What follows belongs to an exercise in optimizing a design on an open flow for small area, a short achievable clock period and few clock cycles per item; a production flow would make more cautious choices. Only simulation tests tie the RTL to the original design; equivalence was not proved.

== blue ==
==> module data_cache, before the edit <==
module data_cache #(
    parameter int LINES       = cache_pkg::DEF_LINES,
    parameter int MEM_LATENCY = cache_pkg::DEF_MEM_LATENCY
) (
    input  logic        clk,
    input  logic        rst,
    input  logic [31:0] address,
    input  logic [31:0] writeData,
    input  logic        cpuRead,
    input  logic        cpuWrite,
    output logic [31:0] readData,
    output logic        stall,
    output logic [31:0] memAddress,
    output logic [31:0] memWriteData,
    output logic        memRead,
    output logic        memWrite,
    input  logic [31:0] memReadData,
    output logic [15:0] hitCount,
    output logic [15:0] missCount
);
    localparam int         INDEX_W = $clog2(LINES);
    localparam int         TAG_W   = 32 - $clog2(LINES);
    localparam logic [2:0] WR_LAST = 3'(MEM_LATENCY - 1);
    localparam logic [2:0] RD_LAST = 3'(MEM_LATENCY);
    logic [2:0]         r_phase;
    logic               r_wr;      
    logic               r_hit;     
    logic               r_done;    
    logic               r_memrd;   
    logic               r_memwr;   
    logic [31:0]        r_rdata;   
    logic [15:0]        r_hits;
    logic [15:0]        r_misses;
    logic [31:0]        w_line_data;
    logic               w_hit;
    logic               w_lookup;
    logic               w_fill;
    logic               w_we;
    logic [2:0]         w_phase;
    assign w_lookup = (r_phase == 3'd0);
    assign w_fill   = (r_phase == RD_LAST);
    assign w_we     = r_done && (r_wr ? r_hit : r_memrd);
    cache_array #(
        .LINES        (LINES),
        .INDEX_W      (INDEX_W),
        .TAG_W        (TAG_W),
        .HEAD_SPACING (MEM_LATENCY)
    ) u_array (
        .i_clk      (clk),
        .i_clear    (rst),
        .i_index    (address[INDEX_W-1:0]),
        .i_tag      (address[31:INDEX_W]),
        .o_rd_hit   (w_hit),
        .o_rd_data  (w_line_data),
        .i_we       (w_we),
        .i_wr_data  (r_wr ? writeData : memReadData)
    );
    assign memAddress   = address;
    assign memWriteData = writeData;
    assign memRead      = !rst && r_memrd;
    assign memWrite     = !rst && (w_lookup ? cpuWrite : r_memwr);
    assign stall        = !r_done;
    assign readData     = (memReadData & {32{r_memrd}}) | r_rdata;
    always_comb begin
        w_phase = r_phase + 3'd1;
        if (w_lookup && !(cpuRead || cpuWrite))
            w_phase = 3'd0;
        if (r_done)
            w_phase = 3'd0;
    end
    always_ff @(posedge clk) begin
        if (rst) begin
            r_phase  <= 3'd0;
            r_done   <= 1'b0;
            r_memrd  <= 1'b0;
            r_memwr  <= 1'b0;
            r_hits   <= '0;
            r_misses <= '0;
        end else begin
            r_phase <= w_phase;
            if (w_lookup) begin
                r_done  <= !cpuWrite && cpuRead && w_hit;
                r_memrd <= !cpuWrite && cpuRead && !w_hit;
                r_memwr <= cpuWrite;
            end else begin
                r_done  <= !r_done && (w_phase == (r_wr ? WR_LAST : RD_LAST));
                if (r_done) begin
                    r_memrd <= 1'b0;
                    r_memwr <= 1'b0;
                end
            end
            if (r_done && !r_wr && !r_memrd && r_hits != 16'hFFFF)
                r_hits <= r_hits + 16'd1;
            if (w_fill && r_misses != 16'hFFFF)
                r_misses <= r_misses + 16'd1;
        end
    end
    always_ff @(posedge clk) begin
        if (w_lookup) begin
            r_wr  <= cpuWrite;
            r_hit <= w_hit;
        end
        r_rdata <= w_lookup ? w_line_data : '0;
    end
    assign hitCount  = r_hits;
    assign missCount = r_misses;
endmodule
Settings: LEC_CHECK=0, CAP_MARGIN=20, CORE_MARGIN=2, CORE_UTILIZATION=55, CTS_BUF_LIST=sky130_fd_sc_hd__clkbuf_16, CTS_CLUSTER_DIAMETER=150, CTS_CLUSTER_SIZE=26, SETUP_SLACK_MARGIN=5.0, SLEW_MARGIN=20; clock period 8.0 ns.
run.sh (not shown) runs the stock make flow with config.mk's settings and CLKGATE_MAP_FILE= SYNTH_SCRIPT=/design/flow/synth_recipe.tcl, a recipe that flattens the netlist after the stock synthesis.
Testbench counts of blue, summed over its fixed seeds: cycles 246,981, ops 64,000.
The inputs of orange differ from those of blue as listed below.
==> flow/design.v, changed modules only <==
module data_cache #(
    parameter int LINES       = cache_pkg::DEF_LINES,
    parameter int MEM_LATENCY = cache_pkg::DEF_MEM_LATENCY
) (
    input  logic        clk,
    input  logic        rst,
    input  logic [31:0] address,
    input  logic [31:0] writeData,
    input  logic        cpuRead,
    input  logic        cpuWrite,
    output logic [31:0] readData,
    output logic        stall,
    output logic [31:0] memAddress,
    output logic [31:0] memWriteData,
    output logic        memRead,
    output logic        memWrite,
    input  logic [31:0] memReadData,
    output logic [15:0] hitCount,
    output logic [15:0] missCount
);
    localparam int         INDEX_W = $clog2(LINES);
    localparam int         TAG_W   = 32 - $clog2(LINES);
    localparam logic [2:0] WR_LAST = 3'(MEM_LATENCY - 1);
    localparam logic [2:0] RD_LAST = 3'(MEM_LATENCY);
    logic [2:0]         r_phase;
    logic               r_wr;      
    logic               r_hit;     
    logic               r_done;    
    logic               r_memrd;   
    logic               r_memwr;   
    logic [31:0]        r_rdata;   
    logic [15:0]        r_hits;
    logic [15:0]        r_misses;
    logic [31:0]        w_line_data;
    logic               w_hit;
    logic               w_hit_raw;
    logic               r_rst;     
    logic               w_lookup;
    logic               w_fill;
    logic               w_we;
    logic [2:0]         w_phase;
    assign w_hit    = w_hit_raw && !r_rst;
    assign w_lookup = (r_phase == 3'd0);
    assign w_fill   = (r_phase == RD_LAST);
    assign w_we     = r_done && (r_wr ? r_hit : r_memrd);
    cache_array #(
        .LINES        (LINES),
        .INDEX_W      (INDEX_W),
        .TAG_W        (TAG_W),
        .HEAD_SPACING (MEM_LATENCY)
    ) u_array (
        .i_clk      (clk),
        .i_clear    (r_rst),
        .i_index    (address[INDEX_W-1:0]),
        .i_tag      (address[31:INDEX_W]),
        .o_rd_hit   (w_hit_raw),
        .o_rd_data  (w_line_data),
        .i_we       (w_we),
        .i_wr_data  (r_wr ? writeData : memReadData)
    );
    assign memAddress   = address;
    assign memWriteData = writeData;
    assign memRead      = !rst && r_memrd;
    assign memWrite     = !rst && (w_lookup ? cpuWrite : r_memwr);
    assign stall        = !r_done;
    assign readData     = (memReadData & {32{r_memrd}}) | r_rdata;
    always_comb begin
        w_phase = r_phase + 3'd1;
        if (w_lookup && !(cpuRead || cpuWrite))
            w_phase = 3'd0;
        if (r_done)
            w_phase = 3'd0;
    end
    always_ff @(posedge clk) begin
        if (rst) begin
            r_phase  <= 3'd0;
            r_done   <= 1'b0;
            r_memrd  <= 1'b0;
            r_memwr  <= 1'b0;
        end else begin
            r_phase <= w_phase;
            if (w_lookup) begin
                r_done  <= !cpuWrite && cpuRead && w_hit;
                r_memrd <= !cpuWrite && cpuRead && !w_hit;
                r_memwr <= cpuWrite;
            end else begin
                r_done  <= !r_done && (w_phase == (r_wr ? WR_LAST : RD_LAST));
                if (r_done) begin
                    r_memrd <= 1'b0;
                    r_memwr <= 1'b0;
                end
            end
        end
    end
    always_ff @(posedge clk) begin
        r_rst <= rst;
        if (r_rst) begin
            r_hits   <= '0;
            r_misses <= '0;
        end else begin
            if (r_done && !r_wr && !r_memrd && r_hits != 16'hFFFF)
                r_hits <= r_hits + 16'd1;
            if (w_fill && r_misses != 16'hFFFF)
                r_misses <= r_misses + 16'd1;
        end
    end
    always_ff @(posedge clk) begin
        if (w_lookup) begin
            r_wr  <= cpuWrite;
            r_hit <= w_hit;
        end
        r_rdata <= w_lookup ? w_line_data : '0;
    end
    assign hitCount  = r_hits & {16{!r_rst}};
    assign missCount = r_misses & {16{!r_rst}};
endmodule
[summary]
- Compare blue and orange | final cell count lower: orange
- blue and orange ended up with nearly the same sequential power.
- Met1 global-route usage (higher): orange
- cpuWrite as the launching instance or port of the critical path was reported by blue, and memReadData[29] by orange.
- On clock distribution area overhead in the final layout, blue tracks orange almost exactly.
- orange vs. blue: final area ~0 delta, global-route wire length before repair -3300 um, multi-input combinational gate total -63.
- From blue to orange the numbers moved as follows: time the worst path needs with I/O delays and setup saw an increase, mean post-synth cell area now larger.
Testbench counts of orange, summed over its fixed seeds: cycles 246,981, ops 64,000.

==> static timing again, ports no longer ideal <==
No port has a modelled driver above. Below, the same layouts with a new extraction and two added sets of constraints.
Step 1: set_driving_cell puts a clkbuf_16 on clk and a buf_2 on each other input, an assumption about the parent block.
Step 2 also shifts input and output timing later by t, the mid clock arrival at the registers, as if the neighbouring blocks saw the same clock.
Slacks: no drivers / after step 1 / after step 2; pairs: no drivers / after step 1.
run | shift t [ns] | setup slack, ns | worst register clock-pin slew, ns | worst data-port slew with drivers (ns) | pins driven straight from the clock port
blue | 0.794 | 4.419 / 4.284 / 3.663 | 0.11 / 0.11 | 0.26 | 1
orange | 0.788 | 4.308 / 4.257 / 3.740 | 0.11 / 0.11 | 0.26 | 1
After both steps setup and hold are still met in every run listed. For blue, which loses most, drivers alone change the setup slack by -0.135 ns; drivers and shift together by -0.756 ns.
